What follows belongs to an exercise in optimizing a design on an open flow for small area, a short achievable clock period and few clock cycles per item; a production flow would make more cautious choices. Where RTL was checked, it was by simulation tests only, not by an equivalence proof against the original. Power is estimated from default activity; no workload was simulated.

JK:
Design fp_mul_pipe, start of the top module:
module fp_mul_pipe
#(
  parameter int EXP_W = 8,
  parameter int MAN_W = 23
) (
  input  logic                 clk,
  input  logic                 reset,
  input  logic                 in_valid,
  output logic                 in_ready,
  input  logic [EXP_W+MAN_W:0] a,
  input  logic [EXP_W+MAN_W:0] b,
  output logic                 out_valid,
  input  logic                 out_ready,
  output logic [EXP_W+MAN_W:0] result,
  output logic [fp_pkg::FLAG_W-1:0]    flags
);
  logic en;
  assign en       = out_ready || !out_valid;
  assign in_ready = en;
  logic [7:0]  ea, eb;
  logic [22:0] fa, fb;
  logic [1:0]  ka, kb, kab;
  assign ea = a[30:23];
  assign eb = b[30:23];
  assign fa = a[22:0];
  assign fb = b[22:0];
  function automatic logic [1:0] classify(input logic exp_ones, input logic exp_zero, input logic frac_nz);
    if (exp_ones)      classify = frac_nz ? KIND_NAN : KIND_INF;
    else if (exp_zero) classify = KIND_ZERO;
    else               classify = KIND_NORM;
  endfunction
  function automatic logic [1:0] combine_kind(input logic [1:0] x, input logic [1:0] y);
    if (x == KIND_NAN || y == KIND_NAN)                                             combine_kind = KIND_NAN;
    else if ((x == KIND_INF && y == KIND_ZERO) || (x == KIND_ZERO && y == KIND_INF)) combine_kind = KIND_NAN;
    else if (x == KIND_INF || y == KIND_INF)                                        combine_kind = KIND_INF;
    else if (x == KIND_ZERO || y == KIND_ZERO)                                      combine_kind = KIND_ZERO;
    else                                                                            combine_kind = KIND_NORM;
  endfunction
  assign ka  = classify(&ea, ~|ea, |fa);
  assign kb  = classify(&eb, ~|eb, |fb);
  assign kab = combine_kind(ka, kb);
  logic [24:0] bx;
  logic [11:0] b_one, b_two, b_neg;
  assign bx = {1'b1, fb, 1'b0};
  always_comb begin
    for (int i = 0; i < 12; i++) begin
      b_one[i] = bx[2*i+1] ^ bx[2*i];
      b_two[i] = (bx[2*i+2] & ~bx[2*i+1] & ~bx[2*i]) | (~bx[2*i+2] & bx[2*i+1] & bx[2*i]);
      b_neg[i] = bx[2*i+2];
    end
  end
  logic        s1_valid, s1_sign;
  logic [9:0]  s1_exp;
  logic [1:0]  s1_kind;
  logic [22:0] s1_fa;
  logic [11:0] s1_one, s1_two, s1_neg;
  logic        s2_valid, s2_sign;
  ...
Size: ~2200 cells after synthesis, ~25000 µm² of cells after synthesis.
export LEC_CHECK = 0
export CAP_MARGIN = 20
export CORE_MARGIN = 2
export CORE_UTILIZATION = 50
export CTS_BUF_LIST = sky130_fd_sc_hd__clkbuf_4 sky130_fd_sc_hd__clkbuf_8
export SETUP_SLACK_MARGIN = 4.2
export SLEW_MARGIN = 20
export TNS_END_PERCENT = 0
create_clock -name core_clock -period 7.5 [get_ports {clk}]
standard.sh (not shown) runs the stock make flow with config.mk's settings and CLKGATE_MAP_FILE= SYNTH_SCRIPT=/design/flow/synth_recipe.tcl, a recipe that flattens the netlist after the stock synthesis.
==> flow/flow/run.sh <==
#!/bin/bash
# The standard layout with two changes after the standard synthesis:
#  - fa_polarity.py complements full adders and xor/xnor cells of the synthesized netlist where
#    that removes inverters between them (same registers, same function);
#  - the port buffers are sky130_fd_sc_hd__buf_2 cells (which the resizer may later size like any
#    buffer) instead of the resizer's default choice.
# Each tool's full output goes to a log file in this folder; ORFS keeps its own logs in orfs/logs.
set -euo pipefail
R=orfs/results/${FLOW_PLATFORM:-sky130hd}/fp_mul_pipe/base
bash standard.sh synth > synth.log 2>&1
cp $R/1_2_yosys.v synth_netlist.v
python3 flow/fa_polarity.py synth_netlist.v $R/1_2_yosys.v "$FLOW_HOME/platforms/${FLOW_PLATFORM:-sky130hd}/lib/sky130_fd_sc_hd__tt_025C_1v80.lib" > polarity.log 2>&1
touch $R/1_2_yosys.v
bash standard.sh "BUFFER_PORTS_ARGS=-buffer_cell sky130_fd_sc_hd__buf_2" finish > layout.log 2>&1
Other scripts of this flow, unchanged in this note and not shown: flow/flow/fa_polarity.py
JK ran to completion and came out clean on the timing, DRC and antenna checks.
Testbench counts of JK, summed over its fixed seeds: cycles 2,432, items 2,400.
Setup changes, JK to MS
- CORE_UTILIZATION changed from 50 to 40
- CTS_BUF_LIST removed (was sky130_fd_sc_hd__clkbuf_4 sky130_fd_sc_hd__clkbuf_8)
- SETUP_SLACK_MARGIN changed from 4.2 to 3.9
### Flow results
- The count of cells resized by post-cts repair number comes out lower for MS vs JK.
- Power: MS draws less than JK
- In the flow results for JK and MS, the length of routed met2 wiring is smaller on MS.
- Reported for JK and MS, initial antenna violation count turned out identical to the last digit.
- Status: hold slack parity (MS, JK)
- MS vs JK — clock power rose about 6%.
- Summary — effective utilization at floorplan, MS relative to JK: lower, by 9.9 points.

========
## run 1
fp_mul_pipe again, from the RTL that the note above started with.
==> flow/config.mk <==
export PLATFORM = sky130hd
export DESIGN_NAME = fp_mul_pipe
export DESIGN_NICKNAME = fp_mul_pipe
export VERILOG_FILES = /design/flow/design.v
export SDC_FILE = /design/flow/constraint.sdc
export NUM_CORES = 4
export LEC_CHECK = 0
export CAP_MARGIN = 20
export CORE_MARGIN = 2
export CORE_UTILIZATION = 40
export CTS_BUF_LIST = sky130_fd_sc_hd__clkbuf_4 sky130_fd_sc_hd__clkbuf_8
export PLACE_DENSITY = 0.75
export SETUP_SLACK_MARGIN = 4.2
export SLEW_MARGIN = 20
export TNS_END_PERCENT = 0
==> flow/constraint.sdc <==
create_clock -name core_clock -period 7.5 [get_ports {clk}]
set_input_delay 1.5000 -clock core_clock [delete_from_list [all_inputs] [get_ports {clk}]]
set_output_delay 1.5000 -clock core_clock [all_outputs]
set_load 0.01 [all_outputs]
Scripts as last shown in full above: flow/flow/run.sh
Other scripts of this flow, unchanged in this note and not shown: flow/flow/fa_polarity.py
Testbench counts of run 1, summed over its fixed seeds: cycles 2,432, items 2,400.
Relative to run 1, the following input files were edited for run 2:
- clearing PLACE_DENSITY, which used to be 0.75
-- flow/flow/run.sh --
<<< run 1, line 13
touch $R/1_2_yosys.v
bash standard.sh "BUFFER_PORTS_ARGS=-buffer_cell sky130_fd_sc_hd__buf_2" finish > layout.log 2>&1
>>> run 2, line 13
touch $R/1_2_yosys.v
bash standard.sh "BUFFER_PORTS_ARGS=-buffer_cell sky130_fd_sc_hd__buf_2" RECOVER_POWER=100 finish > layout.log 2>&1
==> run summary <==
Sort run 1 and run 2 by highest attainable clock frequency, descending, and run 1 comes first. No crash in run 2: every stage finished, but the layout fails its final checks due to capacitance limit, slew limit. Run 2 ends up with a final cycle utilization of the critical path that is 8.7 points higher than in run 1. Comparing run 1 and run 2, the lower number of max-slew violations in the final report was measured on run 1.
--- input diff run 2..run 3 ---
-- flow/flow/run.sh --
<<< run 2, line 13
touch $R/1_2_yosys.v
bash standard.sh "BUFFER_PORTS_ARGS=-buffer_cell sky130_fd_sc_hd__buf_2" RECOVER_POWER=100 finish > layout.log 2>&1
>>> run 3, line 13
touch $R/1_2_yosys.v
bash standard.sh "BUFFER_PORTS_ARGS=-buffer_cell sky130_fd_sc_hd__buf_2" finish > layout.log 2>&1
[summary]
Going from run 2 to run 3, fraction of power consumed by combinational cells grows by 0.8 points. Final critical delay including setup and external delays, run 2 and run 3: lower on run 3. Run 3 finished every stage and its layout cleared the timing, DRC and antenna checks. Diff run 2 -> run 3 | power | up slightly. Status: switching power share of the total parity (run 2, run 3). Number of buffers and inverters on the critical path was lower in run 3 than in run 2. End-of-flow core utilization up 0.65 points in run 3 wrt run 2. Comparing run 2 with run 3, the via count came out essentially unchanged.

========
Starting RTL as in the previous note.
export LEC_CHECK = 0
export CAP_MARGIN = 20
export CORE_MARGIN = 2
export CORE_UTILIZATION = 40
export SETUP_SLACK_MARGIN = 4.2
export SLEW_MARGIN = 20
export TNS_END_PERCENT = 0
create_clock -name core_clock -period 7.5 [get_ports {clk}]
run.sh (not shown) runs the stock make flow with config.mk's settings and CLKGATE_MAP_FILE= SYNTH_SCRIPT=/design/flow/synth_recipe.tcl, a recipe that flattens the netlist after the stock synthesis.
Stock flow here: none of the scripts above is used.
The first run went through all stages and came out clean.
Testbench counts at the start, summed over its fixed seeds: cycles 2,432, items 2,400.
Change:
==> flow/flow/run.sh (new file) <==
#!/bin/bash
# The standard layout, except that the port buffers are sky130_fd_sc_hd__buf_2 cells (which the
# resizer may later size like any buffer) instead of the resizer's default choice.
# Each tool's full output goes to a log file in this folder; ORFS keeps its own logs in orfs/logs.
set -euo pipefail
bash standard.sh synth > synth.log 2>&1
bash standard.sh "BUFFER_PORTS_ARGS=-buffer_cell sky130_fd_sc_hd__buf_2" finish > layout.log 2>&1
==> flow/standard.sh (new file) <==
#!/bin/bash
# synth_recipe.tcl (not shown) runs the flow's synth.tcl, then flattens the netlist and writes it again
# the make line also repeats each setting of config.mk as NAME=value (left out here)
make -C /OpenROAD-flow-scripts/flow DESIGN_CONFIG=/design/flow/config.mk WORK_HOME=/design/flow/orfs CLKGATE_MAP_FILE= SYNTH_SCRIPT=/design/flow/synth_recipe.tcl "${@:-finish}"
removed: flow/run.sh
=> Total power decreases by 0.79%. Synthesized area does not change. Design area barely changes. Utilization hardly moves. Final cell count increases by 0.72%. Via count increases by 2.0%. Register-to-register slack is about the same. Worst setup slack is about the same.
Change:
==> flow/run.sh (new file) <==
#!/bin/bash
# synth_recipe.tcl (not shown) runs the flow's synth.tcl, then flattens the netlist and writes it again
# the make line also repeats each setting of config.mk as NAME=value (left out here)
make -C /OpenROAD-flow-scripts/flow DESIGN_CONFIG=/design/flow/config.mk WORK_HOME=/design/flow/orfs CLKGATE_MAP_FILE= SYNTH_SCRIPT=/design/flow/synth_recipe.tcl finish
- SETUP_SLACK_MARGIN: 4.2 -> 4.5
removed: flow/flow/run.sh
removed: flow/standard.sh
=> Power went up slightly. Die area does not change. Final area stays flat. Cell count went down slightly. Routed wire length went down by a few percent. Clock-buffer cell count went down by 2. Clock skew went down by 0.029 ns. Area after synthesis does not change. Via count went down slightly. Fmax barely changes. Clock power went up by a few percent.

========
== build 31 ==
Another version of the RTL of fp_mul_pipe (not shown whole).
Size in the first run: ~2,400 cells after synthesis, roughly 280 flip-flops, roughly 110 I/O pins, ~26,000 um^2 of cells after synthesis.
// fp_mul_pipe
module fp_mul_pipe
#(
  parameter int EXP_W = 8,
  parameter int MAN_W = 23
) (
  input  logic                 clk,
  input  logic                 reset,
  input  logic                 in_valid,
  output logic                 in_ready,
  input  logic [EXP_W+MAN_W:0] a,
  input  logic [EXP_W+MAN_W:0] b,
  output logic                 out_valid,
  input  logic                 out_ready,
  output logic [EXP_W+MAN_W:0] result,
  output logic [fp_pkg::FLAG_W-1:0]    flags
);
export LEC_CHECK = 0
export CAP_MARGIN = 20
export CORE_MARGIN = 2
export CORE_UTILIZATION = 40
export SETUP_SLACK_MARGIN = 4.2
export SLEW_MARGIN = 20
export TNS_END_PERCENT = 0
create_clock -name core_clock -period 7.5 [get_ports {clk}]
Stock flow here: none of the scripts above is used.
Input-level comparison between build 47 and build 31:
# build 31
export LEC_CHECK = 0
export CAP_MARGIN = 20
export CORE_MARGIN = 2
export CORE_UTILIZATION = 40
export SETUP_SLACK_MARGIN = 4.2
export SLEW_MARGIN = 20
export TNS_END_PERCENT = 0
create_clock -name core_clock -period 7.5 [get_ports {clk}]
# build 47
export LEC_CHECK = 0
export CAP_MARGIN = 20
export CORE_MARGIN = 2
export CORE_UTILIZATION = 40
export SETUP_SLACK_MARGIN = 3.8
export SLEW_MARGIN = 20
export TNS_END_PERCENT = 0
create_clock -name core_clock -period 7.5 [get_ports {clk}]
Notes after the runs:
Going from build 31 to build 47, proportion of power drawn by the clock network went up by 0.5 points, non-clock buffer count shrank by 20%, area of all placed cells without fillers lost 960 um^2.
Edits applied to the flow inputs when going from build 47 to build 71:
# build 47
export LEC_CHECK = 0
export CAP_MARGIN = 20
export CORE_MARGIN = 2
export CORE_UTILIZATION = 40
export SETUP_SLACK_MARGIN = 3.8
export SLEW_MARGIN = 20
export TNS_END_PERCENT = 0
create_clock -name core_clock -period 7.5 [get_ports {clk}]
# build 71
export LEC_CHECK = 0
export CAP_MARGIN = 20
export CORE_MARGIN = 2
export CORE_UTILIZATION = 40
export SETUP_SLACK_MARGIN = 4.2
export SLEW_MARGIN = 20
create_clock -name core_clock -period 7.5 [get_ports {clk}]
Notes after the runs:
- Build 71 ended with more first-iteration DRC count than build 47.
- Any difference in width of the die between build 47 and build 71 is small enough to ignore.
- In the tables for build 47 and build 71, non-clock buffer area fraction after layout reads higher with build 71.
- Build 47 vs build 71, origin of the worst setup path: s1_one[1] vs s1_two[7]
- In the metrics for build 47 and build 71, the one carrying the lower maximum vdd drop is build 47.
- The share of the cycle needed by the critical path after routing in build 71 was lower than what build 47 gave.
- Against build 47, build 71 comes in 7.9% higher on maximum frequency.
- Vias: build 71 above build 47
- Between build 47 and build 71, aggregate global-route resource usage increased.
Inputs modified between build 71 and build 10:
# build 71
export LEC_CHECK = 0
export CAP_MARGIN = 20
export CORE_MARGIN = 2
export CORE_UTILIZATION = 40
export SETUP_SLACK_MARGIN = 4.2
export SLEW_MARGIN = 20
create_clock -name core_clock -period 7.5 [get_ports {clk}]
# build 10
export LEC_CHECK = 0
export CAP_MARGIN = 20
export CORE_MARGIN = 2
export CORE_UTILIZATION = 40
export SETUP_SLACK_MARGIN = 3.8
export SLEW_MARGIN = 20
create_clock -name core_clock -period 7.5 [get_ports {clk}]
Findings:
Against build 71, build 10 comes in 0.010 GHz lower on maximum frequency. Diff build 71 -> build 10 | count of nets after finishing | decrease of 3.1%. Of the two values seen for type of the worst setup path, in -> out was produced by build 10 and reg -> reg by build 71. Cmp build 10 and build 71 / TritonCTS buffer count / lower: build 71. Going from build 71 to build 10, critical path depth fell by 6; worst reg-to-reg path cell count fell by 1; cts-stage hold buffer count stayed essentially flat; half-perimeter wire length after detailed placement rose by about 0.5%; via count fell by 836. As far as number of well taps goes, build 71 and build 10 are indistinguishable; the numbers are identical. Build 71 has higher initial antenna violation count than build 10. Build 10 vs build 71: largest stage delay on the critical path down. Build 10 | status: complete | timing, DRC, antenna: pass.
No run of this note included a check of the RTL's function; only the layout flow was run.

## what the ideal ports hide
In the flow no input, the clock included, has a driving cell. The finished layouts below were timed again as built, in two steps.
Step 1: set_driving_cell puts a clkbuf_16 on clk and a buf_2 on each other input, an assumption about the parent block.
Step 2 adds t to the input delays and takes it off the output delays; t is the mean of the earliest and latest rising clock arrival at the registers after step 1. Input paths then give back, and output paths get back, about the clock's delay inside the block.
Slacks: no drivers / after step 1 / after step 2; pairs: no drivers / after step 1.
| run | t, ns | slack for setup (ns) | worst slew at a driven data input, ns | cell pins on the clock port's net |
|---|---|---|---|---|
| JK | 0.696 | 3.982 / 3.982 / 3.608 | 0.03 | 1 |
| MS | 0.605 | 3.797 / 3.797 / 3.768 | 0.06 | 1 |
| run 1 | 0.669 | 3.898 / 3.898 / 3.752 | 0.06 | 1 |
| run 2 | 0.710 | 3.247 / 3.273 / 2.563 | 0.06 | 1 |
| run 3 | 0.708 | 4.034 / 4.034 / 3.517 | 0.06 | 1 |
| the first run of note 3 | 0.635 | 4.040 / 4.040 / 3.467 | 0.09 | 1 |
| the second run of note 3 | 0.645 | 4.042 / 4.042 / 3.515 | 0.09 | 1 |
| the third run of note 3 | 0.635 | 4.040 / 4.040 / 3.467 | 0.09 | 1 |
| build 31 | 0.595 | 4.007 / 4.007 / 3.513 | 0.06 | 1 |
| build 47 | 0.599 | 3.720 / 3.720 / 3.322 | 0.06 | 1 |
| build 71 | 0.657 | 3.996 / 3.996 / 3.596 | 0.07 | 1 |
| build 10 | 0.641 | 3.865 / 3.849 / 3.429 | 0.06 | 1 |
The setup slack of run 2, which loses most, moves by +0.026 ns with the drivers and by -0.684 ns with both steps.
